From an optimization exercise on the open Yosys and OpenROAD flow, aimed at small area, a short achievable clock period and few clock cycles per item; shortcuts taken in it are not production practice.
Function was not checked in any run shown here: the RTL went through the layout flow alone.
Power figures rest on the tool's default switching activity, not on a simulated workload.

$ cat flow/flow/run.sh
#!/bin/bash
# The standard layout, with the ports buffered by a plain buffer cell
# (buffer_ports otherwise picks sky130_fd_sc_hd__clkdlybuf4s50_1).
set -euo pipefail
export BUFFER_PORTS_ARGS="-buffer_cell sky130_fd_sc_hd__buf_1"
bash standard.sh > standard_flow.log 2>&1
$ cat flow/standard.sh
#!/bin/bash
# synth_recipe.tcl (not shown) runs the flow's synth.tcl, then flattens the netlist and writes it again
# the make line also repeats each setting of config.mk as NAME=value (left out here)
make -C /OpenROAD-flow-scripts/flow DESIGN_CONFIG=/design/flow/config.mk WORK_HOME=/design/flow/orfs CLKGATE_MAP_FILE= SYNTH_SCRIPT=/design/flow/synth_recipe.tcl "${@:-finish}"
$ cat flow/design.v
`timescale 1ns / 1ps
package sngf_pkg;
   localparam int CSR_W   = 13;
   localparam int ROW_W   = 12;
   localparam int COL_W   = 12;
   localparam int LEN_W   = 13;
   localparam int COLOR_W = 24;
   localparam logic [CSR_W-1:0] ROW_WIDTH_RESET = 13'd800;
   function automatic logic [13:0] add13(input logic [12:0] a, input logic [12:0] b,
                                         input logic ci);
      logic [12:0] p, g, gg, pp;
      logic [13:0] c;
      int          j;
      p  = a ^ b;
      g  = a & b;
      gg = g;
      pp = p;
      gg[0] = g[0] | (p[0] & ci);
      for (int l = 0; l < 4; l++) begin
         for (int i = 0; i < 13; i++) begin
            if (((i >> l) & 1) == 1) begin
               j = ((i >> (l + 1)) << (l + 1)) + (1 << l) - 1;
               gg[i] = gg[i] | (pp[i] & gg[j]);
               pp[i] = pp[i] & pp[j];
            end
         end
      end
      c[0] = ci;
      for (int i = 0; i < 13; i++) c[i+1] = gg[i];
      add13 = {c[13], p ^ c[12:0]};
   endfunction
   function automatic logic [12:0] inc13(input logic [12:0] a, input logic ci);
      logic [12:0] s;
      logic        run;
      for (int i = 0; i < 13; i++) begin
         run = ci;
         for (int k = 0; k < i; k++) run = run & a[k];
         s[i] = a[i] ^ run;
      end
      inc13 = s;
   endfunction
   function automatic logic ge13(input logic [12:0] a, input logic [12:0] b);
      logic [13:0] r;
      r = add13(a, ~b, 1'b1);
      ge13 = r[13];
   endfunction
endpackage
`timescale 1ns / 1ps
`timescale 1ns / 1ps
`timescale 1ns / 1ps
`timescale 1ns / 1ps
module scanline_nearest_gap_fill (
   input  logic        clock,
   input  logic        reset,
   input  logic        req_push,
   output logic        req_full,
   input  logic [24:0] req_data,
   output logic        rsp_empty,
   input  logic        rsp_pop,
   output logic [61:0] rsp_data,
   input  logic        csr_valid,
   output logic        csr_ready,
   input  logic [12:0] csr_data
);
   logic [12:0] wid_ff;       
   logic [11:0] col_ff;
   logic [11:0] row_ff;
   logic        seen_ff;
   logic [11:0] scol_ff;      
   logic [23:0] sclr_ff;      
   logic        blk_ff;       
   logic        re_ff;        
   logic        past_ff;      
   logic        tok_ff;       
   logic        gbig_ff;      
   logic        cnz_ff;       
   logic        rinc_ff;      
   logic        ov_ff;
   logic [11:0] o_start_ff;
   logic [12:0] o_len_ff;
   logic [23:0] o_clr_ff;
   logic        pb_ff;        
   logic        pt_ff;        
   logic        pu_ff;        
   logic        o_last_ff;
   logic        odd_ff;       
   logic        pend_ff;      
   logic        fk0_ff;       
   logic        fk1_ff;       
   logic        fk2_ff;       
   logic        sampled;
   logic [23:0] new_clr;
   logic        pend;
   logic        out_free;
   logic        accept;
   logic        tail_s;
   logic [11:0] gap;
   logic [12:0] tail_len;
   logic [12:0] wid_in;
   logic [12:0] col_x;
   logic [13:0] sub_g, sub_t, sum_c;
   logic [12:0] col_p1, col_p2, colh_p1, row_p;
   logic [11:0] cur;
   logic        load;
   logic        row_inc;
   logic [11:0] n_start;
   logic [12:0] n_len;
   logic [23:0] n_clr;
   logic        n_pb, n_pt, n_odd;
   logic        n_re, n_ov;
   logic        n_pu, n_last, n_seen, n_gbig, n_pend;
   assign csr_ready = 1'b1;
   assign rsp_empty = !ov_ff;
   assign rsp_data  = {o_start_ff, o_len_ff, row_ff, o_clr_ff, o_last_ff};
   assign sampled  = req_data[24];
   assign new_clr  = req_data[23:0];
   assign pend     = pend_ff;
   assign out_free = !ov_ff || rsp_pop;
   assign req_full = fk0_ff || (fk1_ff && sampled)
                     || (!rsp_pop && (fk2_ff || (ov_ff && sampled)));
   assign accept   = req_push && !req_full;
   assign tail_s   = re_ff && !past_ff;
   assign row_inc  = rinc_ff && out_free && !pend;
   assign col_x    = {1'b0, col_ff};
   assign sub_g    = sngf_pkg::add13(col_x, ~{1'b0, scol_ff}, 1'b1);
   assign sub_t    = sngf_pkg::add13(wid_ff, ~{1'b0, scol_ff}, 1'b1);
   assign sum_c    = sngf_pkg::add13({1'b0, o_start_ff}, {1'b0, o_len_ff[11:0]}, 1'b0);
   assign col_p1   = sngf_pkg::inc13(col_x, 1'b1);
   assign colh_p1  = sngf_pkg::inc13({1'b0, col_x[12:1]}, 1'b1);
   assign col_p2   = {colh_p1[11:0], col_x[0]};
   assign row_p    = sngf_pkg::inc13({1'b0, row_ff}, row_inc);
   assign gap      = sub_g[11:0];
   assign tail_len = sub_t[12:0];
   assign cur      = sum_c[11:0];
   always_comb begin
      if (csr_data == 13'd0)
         wid_in = 13'd1;
      else if (csr_data[12] && (csr_data[11:0] != 12'd0))
         wid_in = 13'd4096;
      else
         wid_in = csr_data;
   end
   always_comb begin
      load    = 1'b0;
      n_start = scol_ff;
      n_len   = 13'd1;
      n_clr   = sclr_ff;
      n_pb    = pb_ff;
      n_pt    = pt_ff;
      n_pu    = pu_ff;
      n_odd   = odd_ff;
      n_last  = 1'b1;
      if (pend) begin
         if (out_free) begin
            load = 1'b1;
            if (pb_ff) begin
               n_start = cur;
               n_len   = sngf_pkg::inc13(o_len_ff, odd_ff);
               n_last  = !pt_ff;
               n_pb    = 1'b0;
            end else if (pu_ff) begin
               n_start = cur;
               n_pu    = 1'b0;
            end else begin
               n_pt    = 1'b0;
            end
            if (accept && sampled)
               n_pu = 1'b1;
         end
      end else if (accept) begin
         if (sampled && !seen_ff) begin
            if (cnz_ff) begin
               load    = 1'b1;
               n_start = 12'd0;
               n_len   = col_x;
               n_clr   = new_clr;
               n_last  = !tail_s;
               n_pt    = tail_s;
            end else if (tail_s) begin
               load    = 1'b1;
               n_start = 12'd0;
               n_clr   = new_clr;
            end
         end else if (sampled) begin
            load = 1'b1;
            if (gbig_ff) begin
               n_len  = {2'b00, gap[11:1]};
               n_last = 1'b0;
               n_pb   = 1'b1;
               n_odd  = gap[0];
               n_pt   = tail_s;
            end else begin
               n_clr  = new_clr;
               n_last = !tail_s;
               n_pt   = tail_s;
            end
         end else if (re_ff && seen_ff && tok_ff) begin
            load  = 1'b1;
            n_len = tail_len;
         end
      end
   end
   always_comb begin
      if (blk_ff)
         n_re = sngf_pkg::ge13(col_p1, wid_ff);
      else if (accept)
         n_re = re_ff ? (wid_ff == 13'd1) : sngf_pkg::ge13(col_p2, wid_ff);
      else
         n_re = re_ff;
      n_ov   = load || (ov_ff && !rsp_pop);
      n_seen = accept ? (!re_ff && (seen_ff || sampled)) : seen_ff;
      n_gbig = accept ? !sampled : gbig_ff;
      n_pend = n_pb || n_pt || n_pu;
   end
   always_ff @(posedge clock) begin
      if (reset) begin
         wid_ff  <= sngf_pkg::ROW_WIDTH_RESET;
         col_ff  <= '0;
         row_ff  <= '0;
         rinc_ff <= 1'b0;
         seen_ff <= 1'b0;
         pu_ff   <= 1'b0;
         fk1_ff  <= 1'b0;
         blk_ff  <= 1'b0;
         re_ff   <= 1'b0;
         past_ff <= 1'b0;
         cnz_ff  <= 1'b0;
         ov_ff   <= 1'b0;
         pb_ff   <= 1'b0;
         pt_ff   <= 1'b0;
         pend_ff <= 1'b0;
         fk0_ff  <= 1'b0;
         fk2_ff  <= 1'b0;
      end else begin
         blk_ff <= csr_valid;
         if (csr_valid) wid_ff <= wid_in;
         re_ff <= n_re;
         if (blk_ff)
            past_ff <= sngf_pkg::ge13(col_x, wid_ff);
         else if (accept)
            past_ff <= 1'b0;
         if (accept) begin
            col_ff  <= re_ff ? 12'd0 : col_p1[11:0];
            cnz_ff  <= !re_ff;
         end
         row_ff  <= row_p[11:0];
         rinc_ff <= (accept && re_ff) || (rinc_ff && !row_inc);
         ov_ff   <= n_ov;
         pb_ff   <= n_pb;
         pt_ff   <= n_pt;
         pu_ff   <= n_pu;
         seen_ff <= n_seen;
         pend_ff <= n_pend;
         fk0_ff  <= csr_valid || (n_pend && n_re);
         fk1_ff  <= n_pend && !(n_seen && !n_gbig && !n_re && !n_pt);
         fk2_ff  <= n_ov && n_re;
      end
   end
   always_ff @(posedge clock) begin
      if (blk_ff)
         tok_ff <= !sngf_pkg::ge13({1'b0, scol_ff}, wid_ff);
      else if (accept && sampled)
         tok_ff <= 1'b1;
      gbig_ff <= n_gbig;
      if (accept && sampled) begin
         scol_ff <= col_ff;
         sclr_ff <= new_clr;
      end
      odd_ff <= n_odd;
      if (load) begin
         o_start_ff <= n_start;
         o_len_ff   <= n_len;
         o_clr_ff   <= n_clr;
         o_last_ff  <= n_last;
      end
   end
endmodule
$ cat flow/config.mk
export PLATFORM = sky130hd
export DESIGN_NAME = scanline_nearest_gap_fill
export DESIGN_NICKNAME = scanline_nearest_gap_fill
export VERILOG_FILES = /design/flow/design.v
export SDC_FILE = /design/flow/constraint.sdc
export NUM_CORES = 4
export LEC_CHECK = 0
export CAP_MARGIN = 20
export CORE_MARGIN = 2
export CORE_UTILIZATION = 60
export CTS_BUF_LIST = sky130_fd_sc_hd__clkbuf_4 sky130_fd_sc_hd__clkbuf_8
export SETUP_SLACK_MARGIN = 2.55
export SLEW_MARGIN = 20
$ cat flow/constraint.sdc
create_clock -name core_clock -period 5.0 [get_ports {clock}]
set_input_delay 1.0000 -clock core_clock [delete_from_list [all_inputs] [get_ports {clock}]]
set_output_delay 1.0000 -clock core_clock [all_outputs]
set_load 0.01 [all_outputs]
==> out/results.ini, run 1 <==
[outcome]
status=complete, no violations

[power]
ir_drop_uv=158
power_density_mw_per_mm2=235
leakage_nw=4.13
intPower_mw=1.82
swShare_pct=29.0
clkPwrFrac_pct=31.8
p_sw_mw=0.742
combPwrFrac_pct=16.7
seqPwrFrac_pct=51.5

[grt]
grt_pass1_vias=6797
grt_usage_pct=30.1
grt_pass1_wl_um=34600
antenna_found_initial=0
grt.overflow.total=0
grt_max_degree=44

[synthesis]
syn_nets=949
synth_edf_count=88
async_flop_share_pct=0
synth_top_cell_area_share_pct=31.0
yosysUniqueCellTypes=61
yosysTopAreaCell=edfxtp_1
syn_area_sq_mm=0.00853
avgSynthCellArea_sq_um=11.1
synth-main-ff-cell=edfxtp_1
ys_ff_latch=140
ys_seq_area_share_pct=43.2
synth_cells=772
synth.area.top_cells=edfxtp_1 (31%), ha_1 (18%), dfxtp_1 (12%)
yosys_warnings=1

[critical_path]
path_max_fanout=4
reg2reg_depth=18
arrival_ns=3.66
cp.required_ns=5.32
r2r_end=fk1_ff$_SDFF_PP0_
r2r_slack_ns=1.66
worst-setup-path-type=flip-flop to flip-flop
reg2reg_from=col_ff[1]$_SDFFE_PP0P_
end_kind=flip-flop
crit_path_start_kind=flip-flop

[detailed_routing]
antenna_left=0
wl_um=22700
firstDrtPassIters=5
drc_errors=0
drtIter0Drc=450
vias_per_cell=6.15
wire_per_inst_um=20.4
vias=6850

[final_layout]
mostFrequentLayoutCells=buf_1 (102), edfxtp_1 (88), ha_1 (69)
nets=1098
syn2layout_area_growth_pct=27.6
fill_cells=896
instances_no_fill=1114
diodes=0
layout-drive-gt1-share_pct=26.0
layout_commonest_cell=buf_1

[worst_hold_path]
hold_path_class=flip-flop to flip-flop
min_from=rinc_ff$_SDFF_PP0_
holdPathEnd=rinc_ff$_SDFF_PP0_
hold_path_depth=2

[placement]
place_congestion=0.868
dp_hpwl_um=15600
placed_cells=1030
pre_cts_ws_ns=1.34
portBuffers=106

[sta]
rsz0062_at_grt=yes
hold_viol_final=0
final_max_slew_viol_count=0
setup_viol=0
hold_slack_ns=0.529
fin_skew_ns=0.0137
post-route-period-util_pct=66.8
slew_headroom_pct=41.7
tightest_slew_ns=0.873
final.setup.tns_ns=0
final.setup.worst_slack_ns=1.66
fmax_ghz=0.299
period_minus_slack_ns=3.34

[floorplanning]
ios=108
die_area_sq_mm=0.0152
rows=43
initial_utilization_pct=61.5
die_w_um=123
coreArea_sq_mm=0.0139
die_y_um=123

[clocking]
cts.clk_slew.worst_paths_ns=0.09
cts_buffers=17
ctsHoldBuffers=0
tritoncts=yes
clockBufferDepth=2
htree_levels=4
clk_latency_ns=0.45
root_buffer=clkbuf_8
numClockSinks=140

[run]
max_cap_viol_count=0

## power groups by stage
stage                     Sequential (mW)  Clock [mW]  Combinational [mW]
after floorplan                      1.33           0               0.241
after global placement               1.34           0               0.329
after detailed placement             1.34           0               0.343
after CTS                            1.32       0.826               0.393
after global routing                 1.32       0.867               0.468
final                                1.32       0.814               0.428
## cells by family (layout without fill, tap and decap cells)
| kind of cell | after synthesis | count (layout) | synth area share (%) |
|---|---|---|---|
| AO/OA/AOI/OAI | 193 | 193 | 15.1 |
| AND/OR/NAND/NOR | 179 | 181 | 10.8 |
| flip-flops | 140 | 140 | 43.2 |
| adder cells (fa/ha/maj) | 135 | 135 | 20.8 |
| buffers and inverters | 79 | 239 | 3.84 |
| multiplexers | 25 | 25 | 4.16 |
| XOR/XNOR | 20 | 20 | 2.05 |
| other | 1 | 1 | 0.0439 |
## synthesized netlist by cell type (3+ instances only)
cell and number:
nor4_1 6, a221o_1 3, and3_1 7, xor2_1 13, edfxtp_1 88, nand2b_1 15
or4_1 3, o22ai_1 5, and2_1 6, a22oi_1 10, o211ai_1 9, inv_1 47
a32oi_1 8, o31ai_1 5, clkbuf_1 24, nand2_1 42, nor3_1 7, o21ai_0 32
nand4_1 3, a2111oi_0 3, ha_1 122, nor2b_1 19, xnor2_1 7, nand3_1 14
a22o_1 12, mux2_2 4, nor2_1 38, nand3b_1 14, a21o_1 6, a31oi_1 5
a211oi_1 6, mux2_4 20, a221oi_1 3, a21oi_1 58, o21a_1 11, dfxtp_1 52
buf_6 3, fa_1 12
## metrics by stage
step | area (sq um) | power [mW] | utilization (%)
floorplan | 9210 | 1.58 | -
global placement | 9710 | 1.67 | 70.0
detailed placement | 9710 | 1.69 | 70.0
CTS | 10600 | 2.54 | 76.2
global route | 10900 | 2.66 | 78.5
finish | 10900 | 2.56 | 78.5
## cell type report
class                           count  area, sq um  area share, %
Inverter                           47          176           1.62
Clock inverter                     13         93.8          0.862
Multi-Input combinational cell    555         5460           50.1
Timing Repair Buffer              160          982           9.02
Clock buffer                       19          249           2.29
Sequential cell                   140         3700           34.0
Tap cell                          180          225           2.07
## flip-flops by register name (all words and copies together), names as in the netlist, 12 cells and up
register and count:
row_ff 12, sclr_ff 24, o_start_ff 12, o_len_ff 13, col_ff 12, wid_ff 13
o_clr_ff 24, scol_ff 12
## critical path, cell delays in order, from the launching register on
cell      delay, ns
dfxtp_4        0.38
ha_4           0.16
ha_4           0.16
ha_4           0.16
ha_4           0.15
ha_4           0.15
ha_4           0.15
ha_4           0.16
ha_4           0.16
ha_4           0.16
ha_4           0.16
ha_4           0.25
ha_4           0.24
a21oi_2        0.13
o21ai_2        0.08
a211oi_2       0.21
o31ai_2        0.12
nand3_4        0.13
a31oi_1        0.10
## routing by layer
layer  global-route usage [%]  routed length, um  vias up
met1                     40.0               9560     3325
met3                     4.52               1430       46
li1                         -                  -     3186
met5                        0                  0        -
met4                     12.0                614        0
met2                     49.6              11100      293
## how the worst max path moves through the flow
| stage | start | to | slack [ns] | cells past startpoint |
|---|---|---|---|---|
| 2_1_floorplan | rsp_pop | row_ff[10]$_SDFF_PP0_ | 1.75 | 15 |
| 3_3_place_gp | rsp_pop | row_ff[11]$_SDFF_PP0_ | 1.42 | 17 |
| 3_5_place_dp | rsp_pop | row_ff[10]$_SDFF_PP0_ | 1.34 | 16 |
| 4_1_cts | col_ff[1]$_SDFFE_PP0P_ | fk1_ff$_SDFF_PP0_ | 1.71 | 18 |
| 5_1_grt | col_ff[1]$_SDFFE_PP0P_ | fk1_ff$_SDFF_PP0_ | 1.54 | 18 |
| 6_report | col_ff[1]$_SDFFE_PP0P_ | fk1_ff$_SDFF_PP0_ | 1.66 | 18 |
## repair_timing
| action | in CTS | in global routing |
|---|---|---|
| gates resized for setup | 54 | 49 |
| gates cloned | 4 | 0 |
| endpoints found under the setup margin | 152 | 36 |
| buffers inserted | 34 | 14 |
| pin swaps | 30 | 26 |
==> run 2: changes to the inputs <==
--- a/flow/design.v
+++ b/flow/design.v
@@ -30,14 +30,9 @@
       add13 = {c[13], p ^ c[12:0]};
    endfunction
    function automatic logic [12:0] inc13(input logic [12:0] a, input logic ci);
-      logic [12:0] s;
-      logic        run;
-      for (int i = 0; i < 13; i++) begin
-         run = ci;
-         for (int k = 0; k < i; k++) run = run & a[k];
-         s[i] = a[i] ^ run;
-      end
-      inc13 = s;
+      logic [13:0] r;
+      r = add13(a, 13'd0, ci);
+      inc13 = r[12:0];
    endfunction
    function automatic logic ge13(input logic [12:0] a, input logic [12:0] b);
       logic [13:0] r;
==> out/results.ini, run 2 <==
[outcome]
status=complete, no violations

[grt]
antenna_found_initial=0
grt_max_degree=51
grt_pass1_vias=6751
grt.overflow.total=0
grt_pass1_wl_um=34000
grt_usage_pct=29.7

[final_layout]
nets=1096
utilization_pct=75.8
fill_cells=954
layout-drive-gt1-share_pct=23.2
syn2layout_area_growth_pct=23.5
largestRegisters=o_clr_ff: 24 flops, sclr_ff: 24 flops
mostFrequentLayoutCells=buf_1 (102), edfxtp_1 (88), ha_1 (83)
diodes=0
layout_commonest_cell=buf_1

[synthesis]
avgSynthCellArea_sq_um=10.7
synth.area.top_cells=edfxtp_1 (31%), ha_1 (14%), dfxtp_1 (12%)
syn_area_sq_mm=0.00848
synth_common_cells=ha_1 (96), edfxtp_1 (88), nand2_1 (55)
yosysUniqueCellTypes=71
synth_top_family_by_area=adder cells
synthMostInstantiatedCell=ha_1
syn_nets=945
yosys_warnings=1
synth_xor_area_share_pct=5.16
synthMuxAreaShare_pct=3.78
synth_compound_area_share_pct=14.7
synth_edf_count=88
synth-main-ff-cell=edfxtp_1
async_flop_share_pct=0
synth_top_cell_area_share_pct=31.2
synthSimpleGateAreaFrac_pct=12.2
ys_seq_area_share_pct=43.4
yosys.area_share.adder_pct=17.1
ys_ff_latch=140
yosysTopAreaCell=edfxtp_1
synth_cells=794

[power]
ir_drop_uv=235
total_power_mw=2.88
swShare_pct=31.3
leakage_nw=4.22
intPower_mw=1.98
power_density_mw_per_mm2=275
seqPwrFrac_pct=47.7
combPwrFrac_pct=20.4
clkPwrFrac_pct=31.8
p_sw_mw=0.901

[clocking]
root_buffer=clkbuf_8
numClockSinks=140
tritoncts=yes
clk_latency_ns=0.47
cts_buffers=17
cts.clk_slew.worst_paths_ns=0.09
clockBufferDepth=2
htree_levels=4
ctsHoldBuffers=0

[critical_path]
critical_path_buf_inv_count=0
end_kind=flip-flop
path_max_fanout=5
cp_top_family=simple AND/OR/NAND/NOR gates
reg2reg_depth=13
cp.required_ns=5.39
crit_path_cell_trace=ha_4, and3_4, and3_4, and3_1, ha_1, xor2_1, ha_1, nand3_2, nor3_2, o21ai_1, nor3b_2, or4_4, a31oi_1
worst-setup-path-type=flip-flop to flip-flop
crit_path_top_delay_cell=or4_4
crit_path_max_incr_delay_ns=0.45
crit_path_start_kind=flip-flop
arrival_ns=3.34
cp_num_cells=13

[placement]
dp_hpwl_um=15900
portBuffers=106
place_congestion=0.885
pre_cts_ws_ns=1.58

[worst_hold_path]
hold_path_depth=2
hold_path_class=flip-flop to flip-flop

[sta]
final.setup.worst_slack_ns=2.05
fin_skew_ns=0.0135
tightest_slew_ns=0.755
setup_viol=0
rsz0062_at_grt=yes
final_max_slew_viol_count=0
hold_slack_ns=0.497
post-route-period-util_pct=59.0
final.setup.tns_ns=0
fmax_ghz=0.339
slew_headroom_pct=49.2
period_minus_slack_ns=2.95
hold_viol_final=0

[floorplanning]
die_area_sq_mm=0.0151
die_y_um=123
initial_utilization_pct=61.3
rows=43
die_w_um=123
coreArea_sq_mm=0.0138
ios=108

[detailed_routing]
wire_per_inst_um=19.6
drc_errors=0
drtIter0Drc=514
wl_um=22200
antenna_left=0
vias=6881
firstDrtPassIters=5
vias_per_cell=6.05

[run]
max_cap_viol_count=0

==> run 2: changes by cell type in the layout (fill, tap and decap cells not counted), moves of 8 or more <==
cell,before,now
a21o_1,6,15
inv_1,41,33
xor2_1,12,23
xnor2_1,6,22
nand2_1,39,54
a22o_1,12,3
buf_6,19,10
buf_4,32,41
nand3b_1,14,3
nor2_1,36,50
ha_4,48,11
a21oi_1,51,39
ha_1,69,83
==> run 2: final cells by class <==
cell class / count / area, sq um / area share (%)
clock buffer: 17 / 234 / 2.23
clock inverter: 15 / 151 / 1.44
inverter: 45 / 175 / 1.67
multi-input combinational: 583 / 5100 / 48.7
sequential: 140 / 3710 / 35.4
tap: 180 / 225 / 2.15
timing repair buffer: 157 / 873 / 8.34
timing repair inverter: 1 / 7.51 / 0.0717
==> run 2: kinds of logic after synthesis <==
family / after synthesis
xor gates and xnor gates: 50
other: 1
buffers and inverters: 72
adders and majority gates: 109
and+or+nand+nor: 206
AOI/OAI and AO/OA: 187
muxes: 29
DFF: 140
==> run 2: power groups by stage <==
stage / registers, mW / clock network (mW) / logic (mW)
floorplan: 1.39 / 0 / 0.332
global placement: 1.39 / 0 / 0.456
detailed placement: 1.40 / 0 / 0.472
CTS: 1.37 / 0.925 / 0.528
global route: 1.38 / 0.972 / 0.644
finish: 1.37 / 0.917 / 0.588
==> run 2: path summary, 6_finish.rpt <==
| check | start | to | slack (ns) |
|---|---|---|---|
| worst max-delay path | col_ff[1]$_SDFFE_PP0P_ | fk1_ff$_SDFF_PP0_ | 2.05 |
| worst min-delay path | past_ff$_SDFFE_PP0P_ | past_ff$_SDFFE_PP0P_ | 0.50 |
| worst max register to register | col_ff[1]$_SDFFE_PP0P_ | fk1_ff$_SDFF_PP0_ | 2.05 |
| worst min register to register | past_ff$_SDFFE_PP0P_ | past_ff$_SDFFE_PP0P_ | 0.50 |
==> run 2: per-stage QoR <==
stage	area [sq um]	instances
floorplan	8780	794
global placement	9300	1058
detailed placement	9300	1058
CTS	10000	1114
global route	10500	1138
finish	10500	1138
==> run 2: timing repair <==
item	4_1_cts	5_1_grt
buffers inserted	22	23
pin swaps	39	46
gates cloned	2	1
resized for setup	54	54
endpoints found under the setup margin	135	83
==> run 2: worst reg2reg max path, cell delays in order, from the launching register on <==
cell and delay (ns):
dfxtp_4 0.38, ha_4 0.16, and3_4 0.17, and3_4 0.18
and3_1 0.18, ha_1 0.18, xor2_1 0.15, ha_1 0.33
nand3_2 0.09, nor3_2 0.14, o21ai_1 0.10, nor3b_2 0.18
or4_4 0.46, a31oi_1 0.16
==> run 2: metal layers <==
metal  GRT usage, %  part of all wire [%]
met5              0                     0
met4           12.5                   2.7
met3           4.61                   6.7
met1           39.3                    43
met2           48.5                    48

[separate check: timing with driven ports]
How much do the figures lean on ideal ports? The routed layouts below were timed once more, with nothing changed but the port constraints.
Step 1 assumes that a clkbuf_16 drives the clock port and a buf_2 every other input.
Step 2 times the ports against the registers' clock, not the clock port: input delays grow and output delays shrink by t, the midpoint of the rising clock arrivals with the driver on.
a / b / c = ideal ports / drivers / drivers and shift; a / b = the first two.
run | shift t [ns] | setup WS [ns] | worst hold slack (ns) | worst data-port slew with drivers (ns)
run 1 | 0.483 | 1.658 / 1.658 / 1.517 | 0.529 / 0.529 / 0.529 | 0.10
run 2 | 0.499 | 2.049 / 2.049 / 2.038 | 0.497 / 0.497 / 0.497 | 0.07
After both steps setup and hold are still met in every run listed. For run 1, which loses most, drivers alone change the setup slack by 0.000 ns; drivers and shift together by -0.141 ns.
